This design comes from an exercise in tuning for small area, a short achievable clock period and few clock cycles per item on the open sky130 flow, not from production work. No functional check of the RTL was part of any run shown here. Power is estimated from default activity; no workload was simulated.

==> flow/design.v <==
module muldiv_unit #(
  parameter int XLEN = 32
) (
  input  logic            clk_i,
  input  logic            rst_i,
  input  logic            flush_i,
  input  logic            valid_i,
  output logic            ready_o,
  input  logic [2:0]      op_i,
  input  logic [XLEN-1:0] rs1_i,
  input  logic [XLEN-1:0] rs2_i,
  input  logic [4:0]      rd_addr_i,
  output logic            valid_o,
  input  logic            ready_i,
  output logic [XLEN-1:0] result_o,
  output logic [4:0]      rd_addr_o
);
  localparam logic [2:0] S_IDLE = 3'd0;
  localparam logic [2:0] S_P1   = 3'd1;
  localparam logic [2:0] S_P2   = 3'd2;
  localparam logic [2:0] S_P3   = 3'd3;
  localparam logic [2:0] S_ITER = 3'd4;
  localparam logic [2:0] S_F1   = 3'd5;
  localparam logic [2:0] S_F2   = 3'd6;
  function automatic logic [4:0] msb_pos(input logic [31:0] x);
    logic [15:0] y16;
    logic [7:0]  y8;
    logic [3:0]  y4;
    logic [1:0]  y2;
    logic [4:0]  p;
    p[4] = |x[31:16];
    y16  = p[4] ? x[31:16] : x[15:0];
    p[3] = |y16[15:8];
    y8   = p[3] ? y16[15:8] : y16[7:0];
    p[2] = |y8[7:4];
    y4   = p[2] ? y8[7:4] : y8[3:0];
    p[1] = |y4[3:2];
    y2   = p[1] ? y4[3:2] : y4[1:0];
    p[0] = y2[1];
    msb_pos = p;
  endfunction
  logic [2:0]  state_q;
  logic [2:0]  op_q;
  logic [4:0]  rd_q;
  logic [33:0] r_q;      
  logic [33:0] c_q;      
  logic        ci_q;     
  logic [31:0] m_q;      
  logic [31:0] x_q;      
  logic [4:0]  cnt_q;    
  logic [2:0]  j_q;      
  logic        neg_q;    
  logic        ready_q;
  logic        vo_q;
  logic [31:0] res_q;
  logic [4:0]  rdo_q;
  assign ready_o   = ready_q;
  assign valid_o   = vo_q;
  assign result_o  = res_q;
  assign rd_addr_o = rdo_q;
  logic accept;
  assign accept = valid_i & ready_q & ~flush_i;
  logic is_mul;
  assign is_mul = ~op_q[2];
  logic        sa_en, sb_en, na, nb;
  logic [31:0] abs_a, abs_b;
  always_comb begin
    sa_en = (op_q == 3'd0) | (op_q == 3'd1) | (op_q == 3'd2) | (op_q == 3'd4) | (op_q == 3'd6);
    sb_en = (op_q == 3'd0) | (op_q == 3'd1) | (op_q == 3'd4) | (op_q == 3'd6);
    na    = sa_en & r_q[31];
    nb    = sb_en & m_q[31];
    abs_a = na ? (~r_q[31:0] + 32'd1) : r_q[31:0];
    abs_b = nb ? (~m_q + 32'd1) : m_q;
  end
  logic        za, zb;
  logic [4:0]  pa, pb;
  logic        a_le_b;
  logic [4:0]  pm;
  always_comb begin
    za     = (r_q[31:0] == 32'd0);
    zb     = (m_q == 32'd0);
    pa     = msb_pos(r_q[31:0]);
    pb     = msb_pos(m_q);
    a_le_b = (pa <= pb);
    pm     = a_le_b ? pa : pb;
  end
  logic [37:0] pp0, pp1, pp2, pp3, acs, acc;
  logic [37:0] s1, c1, s2, c2, s3, c3, s4, c4;
  logic [4:0]  low5;
  always_comb begin
    acs = {4'd0, r_q};
    acc = {4'd0, c_q};
    pp0 = {38{x_q[0]}} & {6'd0, m_q};
    pp1 = {38{x_q[1]}} & {5'd0, m_q, 1'b0};
    pp2 = {38{x_q[2]}} & {4'd0, m_q, 2'b0};
    pp3 = {38{x_q[3]}} & {3'd0, m_q, 3'b0};
    s1 = acs ^ acc ^ pp0;
    c1 = ((acs & acc) | (acs & pp0) | (acc & pp0)) << 1;
    s2 = pp1 ^ pp2 ^ pp3;
    c2 = ((pp1 & pp2) | (pp1 & pp3) | (pp2 & pp3)) << 1;
    s3 = s1 ^ c1 ^ s2;
    c3 = ((s1 & c1) | (s1 & s2) | (c1 & s2)) << 1;
    s4 = s3 ^ c3 ^ c2;
    c4 = ((s3 & c3) | (s3 & c2) | (c3 & c2)) << 1;
    low5 = {1'b0, s4[3:0]} + {1'b0, c4[3:0]} + {4'd0, ci_q};
  end
  logic [33:0] add_b;
  logic        add_ci;
  logic [33:0] add_s;
  logic        qb;
  always_comb begin
    add_b  = is_mul ? c_q : ~{2'b00, m_q};
    add_ci = is_mul ? ci_q : 1'b1;
    add_s  = r_q + add_b + {33'd0, add_ci};
    qb     = ~add_s[33];
  end
  logic [63:0] fsrc;
  logic [63:0] fsh;
  logic [31:0] fval;
  logic [31:0] lomask;
  logic        lo_zero;
  logic        fcin;
  logic [31:0] fres;
  always_comb begin
    fsrc    = (op_q == 3'd0) ? {r_q[31:0], x_q} : {32'd0, r_q[31:0]};
    fsh     = fsrc >> {j_q, 2'b00};
    lomask  = ~(32'hFFFF_FFFF << {j_q, 2'b00});
    lo_zero = (x_q == 32'd0) & ((r_q[31:0] & lomask) == 32'd0);
    if (is_mul) begin
      fval = fsh[31:0];
      fcin = (op_q == 3'd0) | lo_zero;
    end else begin
      fval = op_q[1] ? r_q[31:0] : x_q;
      fcin = 1'b1;
    end
    fres = (fval ^ {32{neg_q}}) + {31'd0, neg_q & fcin};
  end
  logic [2:0]  state_d;
  logic        vo_d;
  logic        fix_done;
  always_comb begin
    fix_done = (state_q == S_F2) & (~vo_q | ready_i);
    state_d  = state_q;
    case (state_q)
      S_P1: state_d = S_P2;
      S_P2: begin
        if (is_mul) state_d = (za | zb) ? S_F2 : S_ITER;
        else        state_d = (zb | za | (pa < pb)) ? S_F2 : S_P3;
      end
      S_P3: state_d = S_ITER;
      S_ITER: if (cnt_q == 5'd0) state_d = is_mul ? S_F1 : S_F2;
      S_F1: state_d = S_F2;
      S_F2: if (fix_done) state_d = S_IDLE;
      default: state_d = state_q;
    endcase
    if (accept) state_d = S_P1;
    if (flush_i) state_d = S_IDLE;
    vo_d = vo_q;
    if (ready_i) vo_d = 1'b0;
    if (fix_done) vo_d = 1'b1;
    if (flush_i) vo_d = 1'b0;
  end
  always_ff @(posedge clk_i) begin
    if (rst_i) begin
      state_q <= S_IDLE;
      vo_q    <= 1'b0;
      ready_q <= 1'b1;
    end else begin
      state_q <= state_d;
      vo_q    <= vo_d;
      ready_q <= (state_d == S_IDLE) | ((state_d == S_F2) & ~vo_d);
    end
  end
  always_ff @(posedge clk_i) begin
    if (fix_done) begin
      res_q <= fres;
      rdo_q <= rd_q;
    end
  end
  always_ff @(posedge clk_i) begin
    if (accept) begin
      op_q <= op_i;
      rd_q <= rd_addr_i;
      r_q  <= {2'b00, rs1_i};
      m_q  <= rs2_i;
    end else begin
      case (state_q)
        S_P1: begin
          r_q   <= {2'b00, abs_a};
          m_q   <= abs_b;
          neg_q <= (is_mul | ~op_q[1]) ? (na ^ nb) : na;
        end
        S_P2: begin
          if (is_mul) begin
            r_q   <= '0;
            c_q   <= '0;
            ci_q  <= 1'b0;
            if (~a_le_b) m_q <= r_q[31:0];
            x_q   <= (za | zb) ? 32'd0 : (a_le_b ? r_q[31:0] : m_q);
            cnt_q <= {2'd0, pm[4:2]};
            j_q   <= ~pm[4:2];
          end else begin
            if (zb & ~op_q[1]) neg_q <= 1'b0;
            x_q   <= zb ? 32'hFFFF_FFFF : 32'd0;
            cnt_q <= pa - pb;
          end
        end
        S_P3: begin
          m_q <= m_q << cnt_q;
        end
        S_ITER: begin
          cnt_q <= cnt_q - 5'd1;
          if (is_mul) begin
            r_q  <= s4[37:4];
            c_q  <= c4[37:4];
            ci_q <= low5[4];
            x_q  <= {low5[3:0], x_q[31:4]};
          end else begin
            if (qb) r_q <= {2'b00, add_s[31:0]};
            x_q <= {x_q[30:0], qb};
            m_q <= {1'b0, m_q[31:1]};
          end
        end
        S_F1: begin
          r_q <= add_s;
        end
        default: ;
      endcase
    end
  end
endmodule
==> flow/run.sh <==
#!/bin/bash
# synth_recipe.tcl (not shown) runs the flow's synth.tcl, then flattens the netlist and writes it again
# the make line also repeats each setting of config.mk as NAME=value (left out here)
make -C /OpenROAD-flow-scripts/flow DESIGN_CONFIG=/design/flow/config.mk WORK_HOME=/design/flow/orfs CLKGATE_MAP_FILE= SYNTH_SCRIPT=/design/flow/synth_recipe.tcl finish
==> flow/config.mk <==
export PLATFORM = sky130hd
export DESIGN_NAME = muldiv_unit
export DESIGN_NICKNAME = muldiv_unit
export VERILOG_FILES = /design/flow/design.v
export SDC_FILE = /design/flow/constraint.sdc
export NUM_CORES = 4
export LEC_CHECK = 0
export CAP_MARGIN = 20
export CORE_MARGIN = 2
export CORE_UTILIZATION = 40
export SETUP_SLACK_MARGIN = 5
export SLEW_MARGIN = 20
==> flow/constraint.sdc <==
create_clock -name core_clock -period 12.0 [get_ports {clk_i}]
set_input_delay 2.4000 -clock core_clock [delete_from_list [all_inputs] [get_ports {clk_i}]]
set_output_delay 2.4000 -clock core_clock [all_outputs]
set_load 0.01 [all_outputs]
==> flow_summary.toml, run 1 <==
[logic_synthesis]
yosysUniqueCellTypes = 97
synthesis.nets = 2767
avgSynthCellArea_um2 = 9.00
ys.flop_type = "edfxtp_1"
synth_edf_count = 183
synthArstFlopShare_pct = 0
ys_seq_elements = 190
ys_seq_area_share_pct = 24.9
syn-cell-area_um2 = 22600
syn-instance-count = 2512
synth.yosys.warnings = 1

[setup_path]
critPathSlowestCell = "nor3b_1"
worstPathMaxFanout = 15
start_kind = "flip-flop"
worstPathRequired_ns = 12.41
cp-end-kind = "flip-flop"
critPathKind = "flip-flop to flip-flop"
crit_arrival_ns = 6.97
slowest_delay_ns = 0.74
crit_path_cell_trace = "or4_1 -> nor4_1 -> and4b_2 -> mux2i_1 -> nor2_1 -> nand2_1 -> inv_1 -> a221oi_1 -> o221ai_1 -> inv_1 -> and2_1 -> ha_1 -> nor2b_1 -> o21ai_0 -> a21boi_0 -> o21ai_0 -> a21oi_1 -> nor3b_1 -> nand2_1 -> a21o_1 -> a311oi_1 -> nor2_1"

[global_route]
grtUsageTotal_pct = 31.8
grt_overflow_total = 0
grt_antenna_before_repair = 3
grt_first_pass_wirelength_mm = 139
grt_max_degree = 143
grt_pass1_vias = 20900

[timing]
slew_headroom_pct = 22.8
finClkSkew_ns = 0.0150
post-route-period-util_pct = 54.7
slew_violations = 0
rsz0062_at_grt = "no"
finalSetupTns_ns = 0
clock.fmax_mhz = 152
fin_crit_ns = 6.56
setup_viol = 0
tightest_slew_ns = 1.15
finalHoldViolations = 0

[place]
dp_hpwl_mm = 64.8
placed_cell_area_um2 = 24500
dp.cells = 3238
numPortBuffers = 115
place.gp.congestion = 0.962

[cts]
cts_sinks = 190
clockRootBuffer = "clkbuf_16"
post-cts-setup-buffers = 0
cts_max_level = 4
cts_tree = "yes"
path_clk_slew_ns = 0.08
cts.path.max_buffers = 2
cts_buffers = 17
clock_latency_ns = 0.53

[finish]
layout_commonest_cell = "a21oi_1"
stdcell_area_um2 = 25100
finalNetCount = 2758
post-route-util_pct = 44.8
layout-drive-gt1-share_pct = 11.3
fin_cells = 3273
final_cell_mix = "a21oi_1 (239), nor2_1 (211), nand2_1 (185)"
nFillCells = 5586
area_delta_synth_final_pct = 11.2

[flow_run]
max_cap_violations = 0

[floorplan]
dieArea_um2 = 58500
initial_core_util_pct = 40.3
coreArea_um2 = 56200
ios = 116
die_y_um = 242
rows = 87
die_w_um = 242

[run_status]
status = "complete, no violations"

[routing]
vias = 21400
routed_wl_mm = 93.7
post_drt_wl_per_cell_um = 28.6
ant_nets = 0
dr.first_iter.drc_count = 2981
dr.pass1.iters = 6
via_per_inst = 6.53
route.detailed.drc = 0

[pwr]
vdd_drop_max_mv = 0.126
p_leak_nw = 9.04
finalPower_mw = 2.24
p_per_area_nw_per_um2 = 89.3

[hold_path]
hold_class = "flip-flop to flip-flop"
## layer usage
metal,global-route usage [%],wire length (µm)
met1,42.5,37600
met2,47.0,40000
met3,8.30,10500
met4,17.1,5610
met5,0,13
## cells by family after synthesis
family                   Yosys count  synth area share, %
AO/OA/AOI/OAI                    682                 19.4
multiplexers                     217                 12.3
AND/OR/NAND/NOR                  821                 18.6
XOR/XNOR                         142                 5.57
flip-flops                       190                 24.9
buffers and inverters            282                 5.16
adder cells (fa/ha/maj)          178                 14.1
## worst max-delay path, delay by kind of cell (launching register included)
family	cells	cell delay, ns
and+or+nand+nor	10	3.18
adders and majority gates	1	0.30
buffers and inverters	2	0.30
muxes	1	0.16
DFF	1	0.61
AOI/OAI and AO/OA	8	1.89
## through the flow
stage	hold WS, ns	worst slack, ns
6_report	0.423	5.44
5_1_grt	0.434	5.02
3_3_place_gp	0.408	5.38
4_1_cts	0.428	5.13
2_1_floorplan	0.400	5.55
3_5_place_dp	0.407	5.19
## worst paths after layout
kind / end / slack, ns / from / cells after the start
setup reg to reg: ready_q$_SDFF_PP1_ / 5.44 / m_q[27]$_DFFE_PP_ / 22
hold / removal: rdo_q[3]$_DFFE_PP_ / 0.42 / rd_q[3]$_DFFE_PP_ / 0
hold reg to reg: rdo_q[3]$_DFFE_PP_ / 0.42 / rd_q[3]$_DFFE_PP_ / 0
setup / recovery: ready_q$_SDFF_PP1_ / 5.44 / m_q[27]$_DFFE_PP_ / 22
## what timing repair did
item,in CTS,in global routing
endpoints found under the setup margin,0,32
hold buffers,0,0
endpoints found under the hold margin,0,0
gates resized for setup,0,5
## power by group
group / switching (mW) / internal (mW)
Combinational: 0.489 / 0.334
Sequential: 0.0283 / 0.758
Clock: 0.322 / 0.313
## Yosys cell counts (all sizes together), types with 41 or more instances
cell    count  area [µm²]
a21oi     242        1220
and2      177        1110
buf        50         295
clkbuf    189         711
edfxtp    183        5500
fa        129        2580
ha         49         613
mux2       60         676
mux2i     116        1160
mux4       41         935
nand2     187         704
nor2      214         803
nor3       49         282
o21ai     119         599
xnor2     106         943
## registers in the layout, indices dropped and copies added (netlist names)
name,cells
c_q,32
ci_q,1
cnt_q,5
j_q,3
m_q,32
neg_q,1
op_q,3
r_q,34
rd_q,5
rdo_q,5
ready_q,1
res_q,32
state_q,3
vo_q,1
x_q,32
## final cells by class
class	count	area (µm²)	area share, %
inverters	43	161	0.642
diodes	1	2.50	0.00995
clock buffers	17	425	1.69
well taps	756	946	3.76
repair buffers	210	1880	7.50
clock inverters	15	175	0.697
flip-flops and latches	190	5640	22.4
multi-input cells	2041	15900	63.3
==> run 2: changes to the inputs <==
==> flow/flow/run.sh (new file) <==
#!/bin/bash
set -euo pipefail
export SETUP_SLACK_MARGIN=8
bash standard.sh > standard_flow.log 2>&1
==> flow/standard.sh (new file) <==
#!/bin/bash
# synth_recipe.tcl (not shown) runs the flow's synth.tcl, then flattens the netlist and writes it again
# the make line also repeats each setting of config.mk as NAME=value (left out here)
make -C /OpenROAD-flow-scripts/flow DESIGN_CONFIG=/design/flow/config.mk WORK_HOME=/design/flow/orfs CLKGATE_MAP_FILE= SYNTH_SCRIPT=/design/flow/synth_recipe.tcl "${@:-finish}"
--- a/flow/config.mk
+++ b/flow/config.mk
@@ -8,5 +8,4 @@
 export CAP_MARGIN = 20
 export CORE_MARGIN = 2
 export CORE_UTILIZATION = 40
-export SETUP_SLACK_MARGIN = 5
 export SLEW_MARGIN = 20
removed: flow/run.sh
==> run 2 against run 1 <==
Against the previous run:
- clock skew up 0.0028 ns
- sequential power down 1%
- sequential cell count is the same
- die area did not move
- combinational power up 26%
- critical path depth is 3 lower
==> flow_summary.toml, run 2 <==
[finish]
area_delta_synth_final_pct = 24.9
final_cell_mix = "a21oi_1 (197), nor2_1 (194), edfxtp_1 (183)"
stdcell_area_um2 = 28300
fin_cells = 3414
layout_commonest_cell = "a21oi_1"
largest-register = "r_q"
seq_area_um2 = 5640
nFillCells = 5211
multi_input_area_um2 = 17200
layout-drive-gt1-share_pct = 22.2
finalNetCount = 2896
largest_register_ff_count = 34

[cts]
cts_tree = "yes"
ctsHoldBuffers = 0
path_clk_slew_ns = 0.08
cts.path.max_buffers = 2
clockRootBuffer = "clkbuf_16"
cts_sinks = 190
clock_latency_ns = 0.52
cts_max_level = 4
cts_buffers = 17

[global_route]
grt_pass1_vias = 22300
grt_overflow_total = 0
grtUsageTotal_pct = 33.5
grt_max_degree = 64
grt_first_pass_wirelength_mm = 147
grt_antenna_before_repair = 3

[pwr]
vdd_drop_max_mv = 0.123
p_leak_nw = 10.4
p_per_area_nw_per_um2 = 87.1
finalPower_mw = 2.46

[logic_synthesis]
synth_edf_count = 183
ys.flop_type = "edfxtp_1"
synth_commonest_cells = "a21oi_1 (240), nor2_1 (214), clkbuf_1 (188), nand2_1 (186), edfxtp_1 (183)"
syn-instance-count = 2512
synth_most_common_cell = "a21oi_1"
ys_seq_area_share_pct = 24.9
yosysUniqueCellTypes = 97
yosys.area.top_type = "edfxtp_1"
synth.yosys.warnings = 1
avgSynthCellArea_um2 = 9.00
synthTopCellsByArea = "edfxtp_1 (24%), fa_1 (11%), a21oi_1 (5.3%)"
synth_top_area_share_pct = 24.3
syn-cell-area_um2 = 22600
synthesis.nets = 2767
synthArstFlopShare_pct = 0
ys_seq_elements = 190

[place]
dp.cells = 3231
dp_hpwl_mm = 62.8
numPortBuffers = 115
place.gp.congestion = 0.972
placed_cell_area_um2 = 24800

[floorplan]
rows = 87
die_w_um = 242
die_y_um = 242
ios = 116
initial_core_util_pct = 40.3
dieArea_um2 = 58500
coreArea_um2 = 56200

[setup_path]
worstPathMaxFanout = 8
r2r_start = "m_q[26]$_DFFE_PP_"
start_kind = "flip-flop"
critPathKind = "flip-flop to flip-flop"
crit_start = "m_q[26]$_DFFE_PP_"
crit_arrival_ns = 4.91
worstPathRequired_ns = 12.24
cp-end-kind = "flip-flop"

[timing]
setup_viol = 0
finalHoldViolations = 0
finalSetupTns_ns = 0
rsz0062_at_grt = "yes"
slew_violations = 0
clock.fmax_mhz = 214
tightest_slew_ns = 1.19
post-route-period-util_pct = 38.9
fin_crit_ns = 4.66
finClkSkew_ns = 0.0179
slew_headroom_pct = 19.9

[routing]
vias = 22700
ant_nets = 0
route.detailed.drc = 0
dr.pass1.iters = 6
post_drt_wl_per_cell_um = 29.3
via_per_inst = 6.64
routed_wl_mm = 99.9
dr.first_iter.drc_count = 3191

[flow_run]
max_cap_violations = 0

[hold_path]
hold_class = "flip-flop to flip-flop"
min-delay-start = "rd_q[3]$_DFFE_PP_"

[run_status]
status = "complete, no violations"
==> run 2: cell count changes in the layout (fill, tap and decap cells not counted), moves of 18 or more <==
cell / delta
buf_6: +21
buf_4: +72
buf_12: +18
mux2_4: +26
a21oi_2: +37
a21oi_1: -42
o21ai_0: -22
mux2_2: -26
==> run 2: worst max-delay path: stages, from the launching register on <==
cell and delay, ns:
edfxtp_1 0.46, or4_4 0.59, nor4_4 0.18, and4b_4 0.31
mux2i_2 0.25, buf_4 0.16, o311ai_4 0.13, o221a_4 0.33
and2_4 0.17, ha_4 0.26, nor2b_4 0.13, o21ai_2 0.07
a21boi_2 0.17, o21ai_2 0.09, a2bb2oi_4 0.15, buf_12 0.18
buf_12 0.16, mux2_4 0.31, a221oi_2 0.23, a21oi_1 0.06
==> run 2: timing repair <==
action | 4_1_cts | 5_1_grt
resized for setup | 190 | 97
endpoints found under the hold margin | 0 | 0
pin swaps | 73 | 68
gates cloned | 24 | 0
endpoints found under the setup margin | 278 | 185
buffers inserted | 91 | 32
==> run 2: cell type report <==
cell class | instances | area share, %
tap | 756 | 3.35
clock inverter | 10 | 0.580
clock buffer | 22 | 1.57
inverter | 43 | 0.620
multi-input combinational | 2045 | 60.9
sequential | 190 | 19.9
timing repair buffer | 344 | 13.0
antenna | 4 | 0.0354
==> run 2: logic make-up after synthesis <==
logic type | Yosys count | synth area share [%]
XOR/XNOR | 142 | 5.57
adder cells (fa/ha/maj) | 178 | 14.1
multiplexers | 217 | 12.3
AND/OR/NAND/NOR | 821 | 18.6
flip-flops | 190 | 24.9
AO/OA/AOI/OAI | 682 | 19.4
buffers and inverters | 282 | 5.16
==> run 2: where the power goes <==
group,internal [mW],switching [mW],total (mW)
clock network,0.348,0.299,0.647
registers,0.758,0.0201,0.778
logic,0.456,0.580,1.04
total,1.56,0.899,2.46
==> run 2: through the flow <==
| step | hold slack [ns] | util [%] | worst slack, ns |
|---|---|---|---|
| after floorplan | 0.400 | - | 7.13 |
| after global placement | 0.403 | 44.1 | 6.30 |
| after detailed placement | 0.407 | 44.1 | 6.20 |
| after CTS | 0.413 | 49.1 | 7.32 |
| after global routing | 0.422 | 50.3 | 7.23 |
| final | 0.418 | 50.3 | 7.34 |
==> run 2: final timing paths <==
kind,slack [ns],end,cells past startpoint
setup / recovery,7.34,x_q[30]$_DFFE_PP_,19
hold / removal,0.42,rdo_q[3]$_DFFE_PP_,0
setup reg to reg,7.34,x_q[30]$_DFFE_PP_,19
hold reg to reg,0.42,rdo_q[3]$_DFFE_PP_,0
==> run 2: metal layers <==
layer,up-vias,part of all wire (%),track usage [%]
li1,9504,-,-
met1,11100,37,42.7
met2,1687,44,49.6
met3,410,13,9.79
met4,4,6.8,21.2
met5,-,0.022,0

## afterwards: timing with drivers on the ports
Ports are ideal in the flow. The routed layouts listed here were re-timed in OpenROAD. Step 1: set_driving_cell puts a clkbuf_16 on clk_i and a buf_2 on each other input, an assumption about the parent block. Step 2 times the ports against the registers' clock, not the clock port: input delays grow and output delays shrink by t, the midpoint of the rising clock arrivals with the driver on. Slacks: ideal / step 1 / step 2; pairs: ideal / step 1.
run | t, ns | setup WS [ns] | hold WS [ns] | worst setup path after step 2 | latest minus earliest clock arrival (ns)
run 1 | 0.583 | 5.440 / 5.440 / 5.440 | 0.423 / 0.423 / 0.423 | register to register | 0.017 / 0.016
run 2 | 0.578 | 7.336 / 7.336 / 7.336 | 0.418 / 0.418 / 0.418 | register to register | 0.023 / 0.024
After both steps setup and hold are still met in every run listed.
